From an optimization exercise on the open Yosys and OpenROAD flow, aimed at small area, a short achievable clock period and few clock cycles; shortcuts taken in it are not production practice.
Function was not checked in any run shown here: the RTL went through the layout flow alone.

## flow/design.v (module list and top-level ports; edited modules follow where they fit)
// module qpsc_eval: 20 lines
// module qpsc_band_test_dn: 211 lines
// module qpsc_band_test_dp: 215 lines
// module qpsc_fa: 10 lines
// module qpsc_gp: 11 lines
// module qpsc_seq: 89 lines
// module quad_photodiode_stepper_centering: 177 lines
module quad_photodiode_stepper_centering (
    input  logic                              aclk,
    input  logic                              aresetn,
    input  logic                              s_tvalid,
    output logic                              s_tready,
    input  logic [qpsc_pkg::IN_DATA_W-1:0]    s_tdata,   
    input  logic                              s_tuser,   
    output logic                              m_tvalid,
    input  logic                              m_tready,
    output logic [qpsc_pkg::OUT_DATA_W-1:0]   m_tdata,   
    input  logic                              cfg_we,
    input  logic [qpsc_pkg::CFG_IDX_W-1:0]    cfg_index,
    input  logic [qpsc_pkg::CFG_W-1:0]        cfg_wdata
);
  // ...
==> flow/run.sh <==
#!/bin/bash
# synth_recipe.tcl (not shown) runs the flow's synth.tcl, then flattens the netlist and writes it again
# the make line also repeats each setting of config.mk as NAME=value (left out here)
make -C /OpenROAD-flow-scripts/flow DESIGN_CONFIG=/design/flow/config.mk WORK_HOME=/design/flow/orfs CLKGATE_MAP_FILE= SYNTH_SCRIPT=/design/flow/synth_recipe.tcl finish
==> flow/config.mk <==
export PLATFORM = sky130hd
export DESIGN_NAME = quad_photodiode_stepper_centering
export DESIGN_NICKNAME = quad_photodiode_stepper_centering
export VERILOG_FILES = /design/flow/design.v
export SDC_FILE = /design/flow/constraint.sdc
export NUM_CORES = 4
export LEC_CHECK = 0
export CAP_MARGIN = 20
export CORE_MARGIN = 2
export CORE_UTILIZATION = 40
export SLEW_MARGIN = 20
export SYNTH_HIERARCHICAL = 1
export SYNTH_MINIMUM_KEEP_SIZE = 0
==> flow/constraint.sdc <==
create_clock -name core_clock -period 12.5 [get_ports {aclk}]
set_input_delay 2.5000 -clock core_clock [delete_from_list [all_inputs] [get_ports {aclk}]]
set_output_delay 2.5000 -clock core_clock [all_outputs]
set_load 0.01 [all_outputs]
==> notes.md, run 1 <==
Drt:
- The top layer used by detailed routing is met4.
- The length of routed met3 wiring is between 3 and 4 mm.
- The first TritonRoute pass finished after 5 iterations.
- After detailed routing, the met2 layer carries between 20 and 30 mm of wire.

Status:
- The run finished with no timing, DRC or antenna violations.

Final layout:
- In the final layout, the multi-input gates occupy approximately 17000 µm².
- The repair_antennas step left the layout with diodes totalling 0.
- From synthesis to final layout, the design area changed by 6.930%.
- The sequential cell count is roughly 250.
- Registers represent a cell area share of 0.2080.

Critical path:
- The startpoint identified for the worst register-to-register timing path is lo_negn[2].
- Counting both buffers and inverters, the worst setup path holds a total of 2.
- In this design, the stage delay of the slowest critical-path cell is around 940 ps.
- The gate family responsible for the most delay along the worst path is adder cells.

Placement:
- At the end of routability-driven placement, the weighted congestion stood at ~0.85.
- Input and output buffers added on the ports amount to 94.
- Once placement finished, the instance area stood at roughly 25000 µm².

Timing:
- The maximum clock skew at final layout is ~17 ps.

Synth:
- Synthesis produced a netlist whose cell count is around 2600.

Global route:
- The initial antenna violation count is 0.

Hold path:
- The path class of the tightest hold or removal check is flip-flop to flip-flop.
- The end point of the most critical hold path is s1_start.

Job:
- The number of maximum-capacitance violations is 0.

Clock tree:
- TritonCTS created 28 clock buffers.
==> module qpsc_seq, before the edit <==
module qpsc_seq (
    input  logic                            aclk,
    input  logic                            aresetn,
    input  logic                            fire,         
    input  logic                            start_req,
    input  logic                            no_beam,
    input  logic                            hi,
    input  logic                            lo,
    input  logic [qpsc_pkg::STEPS_W-1:0]    init_budget,  
    input  logic [qpsc_pkg::MOVES_W-1:0]    max_moves,
    output qpsc_pkg::qpsc_result_t          result
);
    logic [2:0]                       status_reg, status_next;
    logic [qpsc_pkg::PHASE_W-1:0]     phase_reg, phase_next;
    logic                             rev_reg, rev_next;
    logic [qpsc_pkg::STEPS_W-1:0]     budget_reg, budget_next;
    logic [qpsc_pkg::STEPS_W-1:0]     steps_reg, steps_next;
    logic [qpsc_pkg::MOVES_W-1:0]     count_reg, count_next;
    logic [qpsc_pkg::COIL_W-1:0]      coil_reg, coil_next;
    logic moving, stepping, last, do_eval, limit, off_band, move, flip;
    logic [qpsc_pkg::STEPS_W-1:0]     halved;
    always_comb begin
        moving   = (status_reg == qpsc_pkg::ST_MOVING);
        stepping = !start_req && moving;
        last     = (steps_reg[qpsc_pkg::STEPS_W-1:1] == '0);
        do_eval  = start_req || (stepping && last);
        limit    = start_req ? (max_moves == '0) : (count_reg >= max_moves);
        off_band = hi || lo;
        move     = !no_beam && off_band && !limit;
        flip     = !start_req && (hi != rev_reg);
        halved   = {1'b0, budget_reg[qpsc_pkg::STEPS_W-1:1]};
        halved[0] = halved[0] || (budget_reg[qpsc_pkg::STEPS_W-1:1] == '0);
    end
    always_comb begin
        status_next = status_reg;
        phase_next  = phase_reg;
        rev_next    = rev_reg;
        budget_next = start_req ? init_budget : budget_reg;
        steps_next  = steps_reg;
        count_next  = count_reg;
        coil_next   = '0;
        if (stepping) begin
            phase_next = rev_reg ? phase_reg - 3'd1 : phase_reg + 3'd1;
            steps_next = steps_reg - qpsc_pkg::STEPS_W'(1);
            coil_next  = qpsc_pkg::coil_lookup(phase_reg);
        end
        if (do_eval) begin
            if (no_beam)
                status_next = qpsc_pkg::ST_NOBEAM;
            else if (!off_band)
                status_next = qpsc_pkg::ST_ALIGNED;
            else if (limit)
                status_next = qpsc_pkg::ST_LIMIT;
            else
                status_next = qpsc_pkg::ST_MOVING;
            if (move) begin
                if (flip)
                    budget_next = halved;
                rev_next = hi;
            end
            steps_next = budget_next;
            count_next = start_req ? qpsc_pkg::MOVES_W'(1) : count_reg + qpsc_pkg::MOVES_W'(1);
        end
    end
    always_ff @(posedge aclk) begin
        if (!aresetn) begin
            status_reg <= qpsc_pkg::ST_IDLE;
            phase_reg  <= '0;
            rev_reg    <= 1'b0;
            budget_reg <= '0;
        end else if (fire) begin
            status_reg <= status_next;
            phase_reg  <= phase_next;
            rev_reg    <= rev_next;
            budget_reg <= budget_next;
        end
    end
    always_ff @(posedge aclk) begin
        if (fire) begin
            steps_reg <= steps_next;
            count_reg <= count_next;
            coil_reg  <= coil_next;
        end
    end
    assign result.status       = qpsc_pkg::qpsc_status_t'(status_reg);
    assign result.step_budget  = budget_reg;
    assign result.turn_reverse = rev_reg;
    assign result.coil_pattern = coil_reg;
endmodule
==> module quad_photodiode_stepper_centering, before the edit <==
module quad_photodiode_stepper_centering (
    input  logic                              aclk,
    input  logic                              aresetn,
    input  logic                              s_tvalid,
    output logic                              s_tready,
    input  logic [qpsc_pkg::IN_DATA_W-1:0]    s_tdata,   
    input  logic                              s_tuser,   
    output logic                              m_tvalid,
    input  logic                              m_tready,
    output logic [qpsc_pkg::OUT_DATA_W-1:0]   m_tdata,   
    input  logic                              cfg_we,
    input  logic [qpsc_pkg::CFG_IDX_W-1:0]    cfg_index,
    input  logic [qpsc_pkg::CFG_W-1:0]        cfg_wdata
);
    localparam int SB = qpsc_pkg::SAMPLE_BITS;
    function automatic logic booth_one(input logic [16:0] w, input int k);
        booth_one = w[2*k] ^ ((k == 0) ? 1'b0 : w[2*k-1]);
    endfunction
    function automatic logic booth_two(input logic [16:0] w, input int k);
        logic b0;
        b0 = (k == 0) ? 1'b0 : w[2*k-1];
        booth_two = (w[2*k+1] && !w[2*k] && !b0) || (!w[2*k+1] && w[2*k] && b0);
    endfunction
    logic [qpsc_pkg::STEPS_W-1:0]  init_budget_reg;    
    logic [qpsc_pkg::TGT_W-1:0]    target_reg;
    logic [qpsc_pkg::TOL_W-1:0]    tol_reg;
    logic [qpsc_pkg::MOVES_W-1:0]  max_moves_reg;
    logic [qpsc_pkg::STEPS_W-1:0]  wr_budget;
    always_comb begin
        if (cfg_wdata[qpsc_pkg::STEPS_W-1:0] == '0)
            wr_budget = qpsc_pkg::STEPS_W'(1);
        else if (cfg_wdata[qpsc_pkg::STEPS_W-1:0] > qpsc_pkg::BUDGET_MAX)
            wr_budget = qpsc_pkg::BUDGET_MAX;
        else
            wr_budget = cfg_wdata[qpsc_pkg::STEPS_W-1:0];
    end
    always_ff @(posedge aclk) begin
        if (!aresetn) begin
            init_budget_reg <= qpsc_pkg::INIT_STEPS_RST;
            target_reg      <= qpsc_pkg::TARGET_RST;
            tol_reg         <= qpsc_pkg::TOL_RST;
            max_moves_reg   <= qpsc_pkg::MAX_MOVES_RST;
        end else if (cfg_we) begin
            case (cfg_index)
                qpsc_pkg::CFG_INITIAL_STEPS: init_budget_reg <= wr_budget;
                qpsc_pkg::CFG_TARGET:        target_reg      <= cfg_wdata[qpsc_pkg::TGT_W-1:0];
                qpsc_pkg::CFG_TOLERANCE:     tol_reg         <= cfg_wdata[qpsc_pkg::TOL_W-1:0];
                qpsc_pkg::CFG_MAX_MOVES:     max_moves_reg   <= cfg_wdata[qpsc_pkg::MOVES_W-1:0];
                default: ;
            endcase
        end
    end
    logic [16:0] band_hi17, band_lo17;
    logic [7:0]  hi_one, hi_two, hi_negn, lo_one, lo_two, lo_negn;
    logic        hi_over, lo_under;
    assign band_hi17 = {target_reg[15], target_reg} + {2'b00, tol_reg};
    assign band_lo17 = {target_reg[15], target_reg} - {2'b00, tol_reg};
    always_ff @(posedge aclk) begin
        for (int k = 0; k < 8; k++) begin
            hi_one[k]  <= booth_one(band_hi17, k);
            hi_two[k]  <= booth_two(band_hi17, k);
            hi_negn[k] <= !band_hi17[2*k+1];
            lo_one[k]  <= booth_one(band_lo17, k);
            lo_two[k]  <= booth_two(band_lo17, k);
            lo_negn[k] <= band_lo17[2*k+1];       
        end
        hi_over  <= !band_hi17[16] && band_hi17[15];
        lo_under <= band_lo17[16] && !band_lo17[15];
    end
    logic                s0_valid;
    logic                s0_start;
    logic [SB:0]         s0_bd, s0_ac;
    logic [SB-1:0]       qa, qb, qc, qd;
    assign {qd, qc, qb, qa} = s_tdata[4*SB-1:0];
    always_ff @(posedge aclk) begin
        s0_start <= s_tuser;
        s0_bd    <= {1'b0, qb} + {1'b0, qd};
        s0_ac    <= {1'b0, qa} + {1'b0, qc};
    end
    logic                s1_valid;
    logic                s1_start;
    logic [13:0]         s1_sum;
    logic signed [14:0]  s1_diff;
    always_ff @(posedge aclk) begin
        s1_start <= s0_start;
        s1_sum   <= {1'b0, s0_bd} + {1'b0, s0_ac};
        s1_diff  <= {2'b00, s0_bd} - {2'b00, s0_ac};
    end
    logic s2_valid, s2_start, s2_nobeam, s2_hi, s2_lo;
    logic ev_hi, ev_lo;
    qpsc_eval u_eval (
        .sum     (s1_sum),
        .diff    (s1_diff),
        .hi_one   (hi_one),
        .hi_two   (hi_two),
        .hi_negn  (hi_negn),
        .hi_over  (hi_over),
        .lo_one   (lo_one),
        .lo_two   (lo_two),
        .lo_negn  (lo_negn),
        .lo_under (lo_under),
        .hi      (ev_hi),
        .lo      (ev_lo)
    );
    always_ff @(posedge aclk) begin
        s2_start  <= s1_start;
        s2_nobeam <= (s1_sum == '0);
        s2_hi     <= ev_hi;
        s2_lo     <= ev_lo;
    end
    localparam int QN = 4;            
    logic [3:0] q [QN];               
    logic [2:0] q_count, q_count_next, q_wr;
    logic [3:0] s2_tok, head;
    logic       head_valid, fire, push, pop;
    logic       out_valid_reg;
    logic       ready_reg;
    logic       take;
    logic [2:0] flight;               
    assign s2_tok     = {s2_start, s2_nobeam, s2_hi, s2_lo};
    assign head       = (q_count != 3'd0) ? q[0] : s2_tok;
    assign head_valid = (q_count != 3'd0) || s2_valid;
    assign fire       = head_valid && (!out_valid_reg || m_tready);
    assign pop        = fire && (q_count != 3'd0);
    assign push       = s2_valid && !(fire && (q_count == 3'd0));
    assign q_count_next = q_count + 3'(push) - 3'(pop);
    assign q_wr       = q_count - 3'(pop);
    assign s_tready = ready_reg;
    assign take     = s_tvalid && ready_reg;
    always_ff @(posedge aclk) begin
        for (int i = 0; i < QN; i++) begin
            if (push && (q_wr == 3'(i)))
                q[i] <= s2_tok;
            else if (pop && (i < QN - 1))
                q[i] <= q[(i < QN - 1) ? i + 1 : i];
        end
    end
    always_ff @(posedge aclk) begin
        if (!aresetn) begin
            s0_valid      <= 1'b0;
            s1_valid      <= 1'b0;
            s2_valid      <= 1'b0;
            q_count       <= 3'd0;
            flight        <= 3'd0;
            ready_reg     <= 1'b0;
            out_valid_reg <= 1'b0;
        end else begin
            s0_valid      <= take;
            s1_valid      <= s0_valid;
            s2_valid      <= s1_valid;
            q_count       <= q_count_next;
            flight        <= flight + 3'(take) - 3'(fire);
            case ({take, fire})
                2'b10:   ready_reg <= (flight <= 3'(QN - 2));
                2'b01:   ready_reg <= 1'b1;
                default: ready_reg <= (flight <= 3'(QN - 1));
            endcase
            out_valid_reg <= fire || (out_valid_reg && !m_tready);
        end
    end
    qpsc_pkg::qpsc_result_t result;
    qpsc_seq u_seq (
        .aclk        (aclk),
        .aresetn     (aresetn),
        .fire        (fire),
        .start_req   (head[3]),
        .no_beam     (head[2]),
        .hi          (head[1]),
        .lo          (head[0]),
        .init_budget (init_budget_reg),
        .max_moves   (max_moves_reg),
        .result      (result)
    );
    assign m_tvalid = out_valid_reg;
    assign m_tdata  = qpsc_pkg::OUT_DATA_W'({result.status, result.step_budget,
                                             result.turn_reverse, result.coil_pattern});
endmodule
==> run 2, diff against run 1 <==
--- a/flow/design.v
+++ b/flow/design.v
@@ -539,5 +539,5 @@
 module qpsc_seq (
     input  logic                            aclk,
-    input  logic                            aresetn,
+    input  logic                            rst,          
     input  logic                            fire,         
     input  logic                            start_req,
@@ -602,5 +602,5 @@
     end
     always_ff @(posedge aclk) begin
-        if (!aresetn) begin
+        if (rst) begin
             status_reg <= qpsc_pkg::ST_IDLE;
             phase_reg  <= '0;
@@ -650,4 +650,8 @@
         booth_two = (w[2*k+1] && !w[2*k] && !b0) || (!w[2*k+1] && w[2*k] && b0);
     endfunction
+    logic rst_late;
+    always_ff @(posedge aclk) begin
+        rst_late <= !aresetn;
+    end
     logic [qpsc_pkg::STEPS_W-1:0]  init_budget_reg;    
     logic [qpsc_pkg::TGT_W-1:0]    target_reg;
@@ -663,19 +667,23 @@
             wr_budget = cfg_wdata[qpsc_pkg::STEPS_W-1:0];
     end
+    logic wr_en;
+    assign wr_en = cfg_we && aresetn;
     always_ff @(posedge aclk) begin
-        if (!aresetn) begin
+        if (wr_en && (cfg_index == qpsc_pkg::CFG_INITIAL_STEPS))
+            init_budget_reg <= wr_budget;
+        else if (rst_late)
             init_budget_reg <= qpsc_pkg::INIT_STEPS_RST;
-            target_reg      <= qpsc_pkg::TARGET_RST;
-            tol_reg         <= qpsc_pkg::TOL_RST;
-            max_moves_reg   <= qpsc_pkg::MAX_MOVES_RST;
-        end else if (cfg_we) begin
-            case (cfg_index)
-                qpsc_pkg::CFG_INITIAL_STEPS: init_budget_reg <= wr_budget;
-                qpsc_pkg::CFG_TARGET:        target_reg      <= cfg_wdata[qpsc_pkg::TGT_W-1:0];
-                qpsc_pkg::CFG_TOLERANCE:     tol_reg         <= cfg_wdata[qpsc_pkg::TOL_W-1:0];
-                qpsc_pkg::CFG_MAX_MOVES:     max_moves_reg   <= cfg_wdata[qpsc_pkg::MOVES_W-1:0];
-                default: ;
-            endcase
-        end
+        if (wr_en && (cfg_index == qpsc_pkg::CFG_TARGET))
+            target_reg <= cfg_wdata[qpsc_pkg::TGT_W-1:0];
+        else if (rst_late)
+            target_reg <= qpsc_pkg::TARGET_RST;
+        if (wr_en && (cfg_index == qpsc_pkg::CFG_TOLERANCE))
+            tol_reg <= cfg_wdata[qpsc_pkg::TOL_W-1:0];
+        else if (rst_late)
+            tol_reg <= qpsc_pkg::TOL_RST;
+        if (wr_en && (cfg_index == qpsc_pkg::CFG_MAX_MOVES))
+            max_moves_reg <= cfg_wdata[qpsc_pkg::MOVES_W-1:0];
+        else if (rst_late)
+            max_moves_reg <= qpsc_pkg::MAX_MOVES_RST;
     end
     logic [16:0] band_hi17, band_lo17;
@@ -696,22 +704,14 @@
         lo_under <= band_lo17[16] && !band_lo17[15];
     end
-    logic                s0_valid;
-    logic                s0_start;
-    logic [SB:0]         s0_bd, s0_ac;
-    logic [SB-1:0]       qa, qb, qc, qd;
-    assign {qd, qc, qb, qa} = s_tdata[4*SB-1:0];
-    always_ff @(posedge aclk) begin
-        s0_start <= s_tuser;
-        s0_bd    <= {1'b0, qb} + {1'b0, qd};
-        s0_ac    <= {1'b0, qa} + {1'b0, qc};
-    end
     logic                s1_valid;
     logic                s1_start;
     logic [13:0]         s1_sum;
     logic signed [14:0]  s1_diff;
+    logic [SB-1:0]       qa, qb, qc, qd;
+    assign {qd, qc, qb, qa} = s_tdata[4*SB-1:0];
     always_ff @(posedge aclk) begin
-        s1_start <= s0_start;
-        s1_sum   <= {1'b0, s0_bd} + {1'b0, s0_ac};
-        s1_diff  <= {2'b00, s0_bd} - {2'b00, s0_ac};
+        s1_start <= s_tuser;
+        s1_sum   <= 14'(qa) + 14'(qb) + 14'(qc) + 14'(qd);
+        s1_diff  <= 15'(qb) + 15'(qd) - 15'(qa) - 15'(qc);
     end
     logic s2_valid, s2_start, s2_nobeam, s2_hi, s2_lo;
@@ -737,50 +737,47 @@
         s2_lo     <= ev_lo;
     end
-    localparam int QN = 4;            
+    localparam int QN = 3;            
     logic [3:0] q [QN];               
-    logic [2:0] q_count, q_count_next, q_wr;
+    logic [1:0] q_wptr, q_rptr;
+    logic [2:0] q_count;              
     logic [3:0] s2_tok, head;
-    logic       head_valid, fire, push, pop;
+    logic       head_valid, fire;
     logic       out_valid_reg;
     logic       ready_reg;
     logic       take;
-    logic [2:0] flight;               
+    logic [1:0] flight;               
     assign s2_tok     = {s2_start, s2_nobeam, s2_hi, s2_lo};
-    assign head       = (q_count != 3'd0) ? q[0] : s2_tok;
+    assign head       = (q_count != 3'd0) ? q[q_rptr] : s2_tok;
     assign head_valid = (q_count != 3'd0) || s2_valid;
     assign fire       = head_valid && (!out_valid_reg || m_tready);
-    assign pop        = fire && (q_count != 3'd0);
-    assign push       = s2_valid && !(fire && (q_count == 3'd0));
-    assign q_count_next = q_count + 3'(push) - 3'(pop);
-    assign q_wr       = q_count - 3'(pop);
     assign s_tready = ready_reg;
     assign take     = s_tvalid && ready_reg;
     always_ff @(posedge aclk) begin
-        for (int i = 0; i < QN; i++) begin
-            if (push && (q_wr == 3'(i)))
-                q[i] <= s2_tok;
-            else if (pop && (i < QN - 1))
-                q[i] <= q[(i < QN - 1) ? i + 1 : i];
-        end
+        if (s2_valid)
+            q[q_wptr] <= s2_tok;
     end
     always_ff @(posedge aclk) begin
         if (!aresetn) begin
-            s0_valid      <= 1'b0;
             s1_valid      <= 1'b0;
             s2_valid      <= 1'b0;
+            q_wptr        <= 2'd0;
+            q_rptr        <= 2'd0;
             q_count       <= 3'd0;
-            flight        <= 3'd0;
+            flight        <= 2'd0;
             ready_reg     <= 1'b0;
             out_valid_reg <= 1'b0;
         end else begin
-            s0_valid      <= take;
-            s1_valid      <= s0_valid;
+            s1_valid      <= take;
             s2_valid      <= s1_valid;
-            q_count       <= q_count_next;
-            flight        <= flight + 3'(take) - 3'(fire);
+            if (s2_valid)
+                q_wptr    <= (q_wptr == 2'(QN - 1)) ? 2'd0 : q_wptr + 2'd1;
+            if (fire)
+                q_rptr    <= (q_rptr == 2'(QN - 1)) ? 2'd0 : q_rptr + 2'd1;
+            q_count       <= q_count + 3'(s2_valid) - 3'(fire);
+            flight        <= flight + 2'(take) - 2'(fire);
             case ({take, fire})
-                2'b10:   ready_reg <= (flight <= 3'(QN - 2));
+                2'b10:   ready_reg <= (flight <= 2'(QN - 2));
                 2'b01:   ready_reg <= 1'b1;
-                default: ready_reg <= (flight <= 3'(QN - 1));
+                default: ready_reg <= (flight <= 2'(QN - 1));
             endcase
             out_valid_reg <= fire || (out_valid_reg && !m_tready);
@@ -790,5 +787,5 @@
     qpsc_seq u_seq (
         .aclk        (aclk),
-        .aresetn     (aresetn),
+        .rst         (rst_late),
         .fire        (fire),
         .start_req   (head[3]),
--- a/flow/config.mk
+++ b/flow/config.mk
@@ -9,5 +9,5 @@
 export CORE_MARGIN = 2
 export CORE_UTILIZATION = 40
-export SLEW_MARGIN = 20
+export SLEW_MARGIN = 60
 export SYNTH_HIERARCHICAL = 1
 export SYNTH_MINIMUM_KEEP_SIZE = 0
==> notes.md, run 2 <==
Status:
- Result of the run: no timing/DRC/antenna violations (unchanged).

Die:
- The site row count is 90 (unchanged).
- The placeable core area is 60130 µm² (was 60470 µm²).
- The die width is 250.3 µm (was 251.7 µm).
- The top-level port count was 98 (unchanged).
- The initial standard-cell utilization of the core was 0.4035 (was 0.4058).
- The die boundary height is 250.3 µm (was 251.7 µm).
- The floorplan die area came to 62650 µm² (was 63340 µm²).

Synth:
- The total number of yosys warnings is 8 (was 9).
- The netlist area before placement was 24260 µm² (was 24540 µm²).
- The synthesized instance count came to 2490 (was 2630).
- The synthesized area per cell is 9.745 µm² (was 9.329 µm²).

Critical path:
- The start-to-end type of the worst setup path is input pin to flip-flop (was flip-flop to flip-flop).
- The maximum single-stage delay on the critical path came to 500 ps (was 940 ps).
- The slowest stage cell on the critical path is clkdlybuf4s50_1 (was dfxtp_1).
- The worst reg-to-reg path cell count is 17 (unchanged).
- The endpoint of the worst register-to-register path is s2_lo (unchanged).
- The maximum fanout encountered on the critical timing path is 5 (was 16).
- Sequence of cells on the critical path: clkdlybuf4s50_1, inv_1, fa_1, inv_1, ha_1, nor2b_1, o31a_1, o21a_1, nor2_1, xnor2_1, ha_1, a21oi_1, inv_1, o41ai_2, o21ai_0, o41a_1, o21bai_1, a21oi_1 (was inv_1, xnor2_1, ha_1, inv_1, fa_1, fa_1, fa_1, fa_1, nor2_1, a21o_1, a21o_1, a21o_1, a21o_1, a21o_1, xor2_1, xnor2_1, nor2b_4).
- The required time reported for the critical path endpoint was 12960 ps (was 12990 ps).
- The slack of the worst reg-to-reg path was 7240 ps (was 7260 ps).
- The worst setup path endpoint is s1_diff[13] (was s2_lo).
- The worst flop-to-flop path startpoint is lo_negn[1] (was lo_negn[2]).
- The critical path launch point is s_tdata[14] (was lo_negn[2]).
- The worst endpoint data arrival time is 6670 ps (was 5730 ps).
- The cell seen most often among critical-path stages is inv_1 (was a21o_1).
- The kind of launch point of the worst setup path is an input pin (was flip-flop).
- The sort of element at the end of the critical path is a flip-flop (unchanged).

Placement:
- The post-DP HPWL is 45.00 mm (was 46.24 mm).
- The number of port buffers was 94 (unchanged).
- The number of instances in the placed design is 3229 (was 3354).
- The routability congestion estimate is 0.8437 (was 0.8541).

Hold path:
- The worst min-delay path category is flip-flop to flip-flop (unchanged).

Final layout:
- The number of fillers in the final layout is 5818 (was 5800).
- The most common library cell in the layout ignoring fill and taps is xnor2_1 (unchanged).
- Most used cells in the layout excluding fill and tap cells: xnor2_1 (271), inv_1 (230), fa_1 (224), a22oi_1 (176), nand2_1 (160) (was xnor2_1 (283), nand2_1 (248), dfxtp_1 (198), fa_1 (192), inv_1 (191)).
- The number of nets in the layout was 2921 (was 3033).
- The final standard cell count with taps included and fillers excluded is 3277 (was 3404).
- The sequential standard cell area is 5597 µm² (was 5456 µm²).
- The total area of multi-input combinational cells came to 16690 µm² (was 17040 µm²).
- The area added between synthesis and finish is 7.482% (was 6.930%).
- The share of layout cells above drive strength 1 is 0.08300 (was 0.06712).

Drt:
- The via density per instance was 5.465 (was 5.496).
- The sum of routed wire length over all layers is 59.23 mm (was 62.63 mm).
- The detailed router's first-iteration violation count came to 1349 (was 1603).
- The via count was 17910 (was 18710).
- The routed wirelength normalized by instance count is 18.08 µm (was 18.40 µm).
- The number of antenna-violating nets in the routed design was 0 (unchanged).
- The detailed-router iteration count before antenna repair is 5 (unchanged).
- The count of unresolved DRC violations after routing is 0 (unchanged).

Clock tree:
- The number of gates given a new drive strength after cts is 0 (unchanged).
- The hold buffer count at CTS is 0 (unchanged).
- The clock-pin slew on the worst setup and hold paths is 60 ps (about the same).
- The clock tree from TritonCTS is done (unchanged).
- The library cell used as clock root buffer is clkbuf_16 (unchanged).
- The total number of clock tree sinks came to 224 (was 248).
- The number of setup buffers added after CTS was 0 (unchanged).
- The TritonCTS buffer count is 25 (was 28).
- The total number of H-tree levels was 1 (unchanged).
- The clock latency on the worst-skew pair is 540 ps (was 560 ps).
- The number of buffers between clock root and the deepest sink is 3 (unchanged).

Global route:
- The number of global-route vias before repair came to 18070 (was 18580).
- The initial antenna violation count is 1 (was 0).
- The first-pass GRT wire length was 97.01 mm (was 101.3 mm).
- The total grt overflow is 0 (unchanged).
- The largest net degree at the start of global routing is 45 (was 75).
- The all-layer global routing usage is 0.1893 (was 0.1965).

Timing:
- The achievable frequency is 161.0 MHz (was 190.7 MHz).
- The number of pins exceeding their max-slew limit in the final report is 0 (unchanged).
- The slew at the pin closest to its max-slew limit is 559.4 ps (was 1113 ps).
- The post-route minimum period is 6211 ps (was 5243 ps).
- The final total negative setup slack was 0 ps (unchanged).
- The setup violation total in the final timing report is 0 (unchanged).
- The share of the clock period used by the worst path after layout was 0.4969 (was 0.4195).
- The number of hold violations in the final report is 0 (unchanged).
- The worst slew slack as a fraction of its limit is 0.6270 (was 0.2567).
- The maximum clock skew at final layout came to 13.42 ps (was 17.50 ps).
- Unrepaired setup endpoints after global routing: no (unchanged).
- The post-route worst hold slack is 325.0 ps (was 334.8 ps).

Job:
- The number of maximum-capacitance violations is 0 (unchanged).
## run 2: stage by stage
| stage | worst slack [ps] | util | cell area (µm²) |
|---|---|---|---|
| finish | 6289 | 0.4337 | 26080 |
| global route | 5950 | 0.4337 | 26080 |
| CTS | 6328 | 0.4326 | 26010 |
| detailed placement | 5780 | 0.4198 | 25250 |
| global placement | 5816 | 0.4179 | 25130 |
| floorplan | 6635 | - | 24270 |
## run 2: how the worst min path moves through the flow
stage	endpoint	depth (start not counted)	startpoint
floorplan	s2_start	0	s1_start
global placement	s2_start	0	s1_start
detailed placement	s2_start	0	s1_start
CTS	s2_start	0	s1_start
global route	s2_start	0	s1_start
finish	s2_start	0	s1_start
## run 2: final cells by class
type / count / share of cell area
Clock inverter: 12 / 0.003310
Timing Repair Buffer: 118 / 0.04366
Antenna cell: 1 / 0.00009595
Multi-Input combinational cell: 1864 / 0.6399
Sequential cell: 224 / 0.2146
Tap cell: 782 / 0.03752
Clock buffer: 34 / 0.02605
Inverter: 242 / 0.03488
## run 2: routing by layer
layer,vias to the layer above,routed length (µm),share of wire,global-route usage
met5,-,0,0,0
met3,96,3419,0.058,0.02847
met2,525,27490,0.46,0.3089
met1,8854,26690,0.45,0.2604
met4,0,1637,0.028,0.05509
li1,8435,-,-,-
## run 2: critical path: cells and delay by family
kind                     cells  cell delay, ps
AO/OA/AOI/OAI                8            1950
XOR/XNOR                     1             130
buffers and inverters        4             710
adder cells (fa/ha/maj)      3            1120
AND/OR/NAND/NOR              2             280
==> run 3, diff against run 2 <==
--- a/flow/config.mk
+++ b/flow/config.mk
@@ -9,5 +9,5 @@
 export CORE_MARGIN = 2
 export CORE_UTILIZATION = 40
-export SLEW_MARGIN = 60
+export SLEW_MARGIN = 20
 export SYNTH_HIERARCHICAL = 1
 export SYNTH_MINIMUM_KEEP_SIZE = 0
==> notes.md, run 3 <==
Status:
- Result of the run: no timing/DRC/antenna violations (unchanged).

Synth:
- The total number of yosys warnings is 8 (unchanged).
- The netlist area before placement is 24260 µm² (unchanged).
- The synthesized instance count is 2490 (unchanged).
- The synthesized area per cell is 9.745 µm² (unchanged).

Die:
- The initial standard-cell utilization of the core was 0.4035 (unchanged).
- The floorplan die area is 62650 µm² (unchanged).
- The top-level port count is 98 (unchanged).
- The placeable core area was 60130 µm² (unchanged).
- The die width was 250.3 µm (unchanged).
- The die boundary height is 250.3 µm (unchanged).
- The site row count is 90 (unchanged).

Global route:
- The all-layer global routing usage is 0.1896 (was 0.1893).
- The largest net degree at the start of global routing is 45 (unchanged).
- The total grt overflow is 0 (unchanged).
- The initial antenna violation count is 1 (unchanged).
- The number of global-route vias before repair came to 17910 (was 18070).
- The first-pass GRT wire length was 96.86 mm (was 97.01 mm).

Critical path:
- The sort of element at the end of the critical path is a flip-flop (unchanged).
- The start-to-end type of the worst setup path was input pin to flip-flop (unchanged).
- The maximum fanout encountered on the critical timing path is 5 (unchanged).
- The endpoint of the worst register-to-register path is s2_lo (unchanged).
- The kind of launch point of the worst setup path is an input pin (unchanged).
- The worst flop-to-flop path startpoint is lo_negn[1] (unchanged).
- The required time reported for the critical path endpoint is 12970 ps (was 12960 ps).
- The worst reg-to-reg path cell count is 17 (unchanged).
- The worst endpoint data arrival time was 6620 ps (was 6670 ps).
- The slack of the worst reg-to-reg path is 6980 ps (was 7240 ps).

Clock tree:
- The number of buffers between clock root and the deepest sink came to 3 (unchanged).
- The total number of clock tree sinks is 224 (unchanged).
- The TritonCTS buffer count came to 25 (unchanged).
- The clock latency on the worst-skew pair is 560 ps (was 540 ps).
- The clock-pin slew on the worst setup and hold paths came to 50 ps (was 60 ps).
- The number of gates given a new drive strength after cts is 0 (unchanged).
- The clock tree from TritonCTS is done (unchanged).
- The total number of H-tree levels is 1 (unchanged).
- The number of setup buffers added after CTS is 0 (unchanged).
- The library cell used as clock root buffer is clkbuf_16 (unchanged).
- The hold buffer count at CTS is 0 (unchanged).

Placement:
- The post-DP HPWL came to 44.91 mm (was 45.00 mm).
- The routability congestion estimate came to 0.8437 (unchanged).
- The number of port buffers was 94 (unchanged).
- The setup slack after placement was 5802 ps (was 5780 ps).

Timing:
- The maximum clock skew at final layout is 29.59 ps (was 13.42 ps).
- The post-route worst setup slack is 6345 ps (was 6289 ps).
- The number of pins exceeding their max-slew limit in the final report is 0 (unchanged).
- Unrepaired setup endpoints after global routing: no (unchanged).
- The final total negative setup slack is 0 ps (unchanged).
- The share of the clock period used by the worst path after layout is 0.4924 (was 0.4969).
- The slew at the pin closest to its max-slew limit is 1035 ps (was 559.4 ps).
- The achievable frequency came to 162.5 MHz (was 161.0 MHz).
- The number of hold violations in the final report was 0 (unchanged).
- The setup violation total in the final timing report is 0 (unchanged).
- The worst slew slack as a fraction of its limit is 0.3090 (was 0.6270).
- The post-route worst hold slack is 327.8 ps (was 325.0 ps).
- The post-route minimum period is 6155 ps (was 6211 ps).

Final layout:
- The area added between synthesis and finish is 6.951% (was 7.482%).
- The share of layout cells above drive strength 1 is 0.05738 (was 0.08300).
- The most common library cell in the layout ignoring fill and taps is xnor2_1 (unchanged).
- The number of fillers in the final layout is 5885 (was 5818).
- Most used cells in the layout excluding fill and tap cells: xnor2_1 (274), inv_1 (231), fa_1 (224), a22oi_1 (176), nand2_1 (161) (was xnor2_1 (271), inv_1 (230), fa_1 (224), a22oi_1 (176), nand2_1 (160)).
- The total area of multi-input combinational cells was 16590 µm² (was 16690 µm²).
- The sequential standard cell area is 5540 µm² (was 5597 µm²).
- The core occupancy in the finished layout was 0.4316 (was 0.4337).
- The number of nets in the layout is 2919 (was 2921).

Job:
- The number of maximum-capacitance violations was 0 (unchanged).

Drt:
- The count of unresolved DRC violations after routing is 0 (unchanged).
- The via count came to 17820 (was 17910).
- The detailed router's first-iteration violation count is 1351 (was 1349).
- The via density per instance is 5.442 (was 5.465).
- The detailed-router iteration count before antenna repair is 5 (unchanged).
- The number of antenna-violating nets in the routed design is 0 (unchanged).
- The sum of routed wire length over all layers is 59.43 mm (was 59.23 mm).
- The routed wirelength normalized by instance count was 18.15 µm (was 18.08 µm).

Hold path:
- The end point of the most critical hold path is s2_start (unchanged).
- The worst min-delay path category is flip-flop to flip-flop (unchanged).
- The worst hold path stage count is 0 (unchanged).
- The startpoint of the tightest hold check path is s1_start (unchanged).
## run 3: cell count changes in the layout (fill, tap and decap cells not counted), moves of 3 or more
cell,previous run,this run
clkinvlp_4,0,3
clkinv_2,9,1
dfxtp_4,3,0
nor4_1,25,28
nor2_2,5,1
xnor2_1,271,274
nor2_1,142,146
dfxtp_1,76,115
dfxtp_2,40,4
xnor2_2,3,0
## run 3: worst max-delay path, cell delays in order
cell and delay (ps):
clkdlybuf4s50_1 500, inv_1 70, fa_1 500, inv_1 40
ha_1 320, nor2b_1 170, o31a_1 280, o21a_1 180
nor2_1 100, xnor2_1 130, ha_1 300, a21oi_1 230
inv_1 100, o41ai_2 350, o21ai_0 210, o41a_1 360
o21bai_1 160, a21oi_1 140
## run 3: through the flow
stage / area, µm² / cells
floorplan: 24270 / 2492
global placement: 25130 / 3228
detailed placement: 25130 / 3228
CTS: 25950 / 3274
global route: 25950 / 3274
finish: 25950 / 3275
## run 3: layout make-up
cell class / count / share of cell area
Multi-Input combinational cell: 1864 / 0.6395
Sequential cell: 224 / 0.2135
Timing Repair Buffer: 116 / 0.04262
Tap cell: 782 / 0.03770
Inverter: 242 / 0.03500
Clock buffer: 38 / 0.02835
Clock inverter: 8 / 0.003279
Antenna cell: 1 / 0.00009643
## run 3: how the worst max path moves through the flow
stage	from	to	slack (ps)	cells after the start
4_1_cts	s_tdata[14]	s1_diff[13]	6360	18
3_5_place_dp	s_tdata[14]	s1_diff[13]	5800	18
6_report	s_tdata[14]	s1_diff[13]	6350	18
5_1_grt	s_tdata[36]	s1_diff[13]	6000	20
3_3_place_gp	s_tdata[14]	s1_diff[13]	5820	18
2_1_floorplan	s_tdata[14]	s1_diff[13]	6640	17
## run 3: routing by layer
metal	up-vias	routed length [µm]	GRT usage
met5	-	0	0
met4	0	1507	0.05098
met2	474	27740	0.3114
met1	8835	26920	0.2630
met3	89	3268	0.02452
li1	8425	-	-

==> what the ideal ports hide <==
No port has a modelled driver above. Below, the same layouts with a new extraction and two added sets of constraints.
Step 1 (the two cells are an assumption about what drives the block):
set clk [get_ports {aclk}]
set_driving_cell -lib_cell sky130_fd_sc_hd__clkbuf_16 $clk
set_driving_cell -lib_cell sky130_fd_sc_hd__buf_2 [delete_from_list [all_inputs] $clk]
Step 2 adds t to the input delays and takes it off the output delays; t is the mean of the earliest and latest rising clock arrival at the registers after step 1. Input paths then give back, and output paths get back, about the clock's delay inside the block.
Slacks: no drivers / after step 1 / after step 2; pairs: no drivers / after step 1.
| run | t, ns | setup slack, ns | worst setup path after step 2 | clock arrival spread, ns |
|---|---|---|---|---|
| run 1 | 0.610 | 7.257 / 7.257 / 7.193 | input to register | 0.018 / 0.018 |
| run 2 | 0.585 | 6.289 / 6.308 / 5.722 | input to register | 0.014 / 0.015 |
| run 3 | 0.604 | 6.345 / 6.366 / 5.762 | input to register | 0.030 / 0.030 |
After both steps setup and hold are still met in every run listed. The setup slack of run 3, which loses most, moves by +0.021 ns with the drivers and by -0.583 ns with both steps.
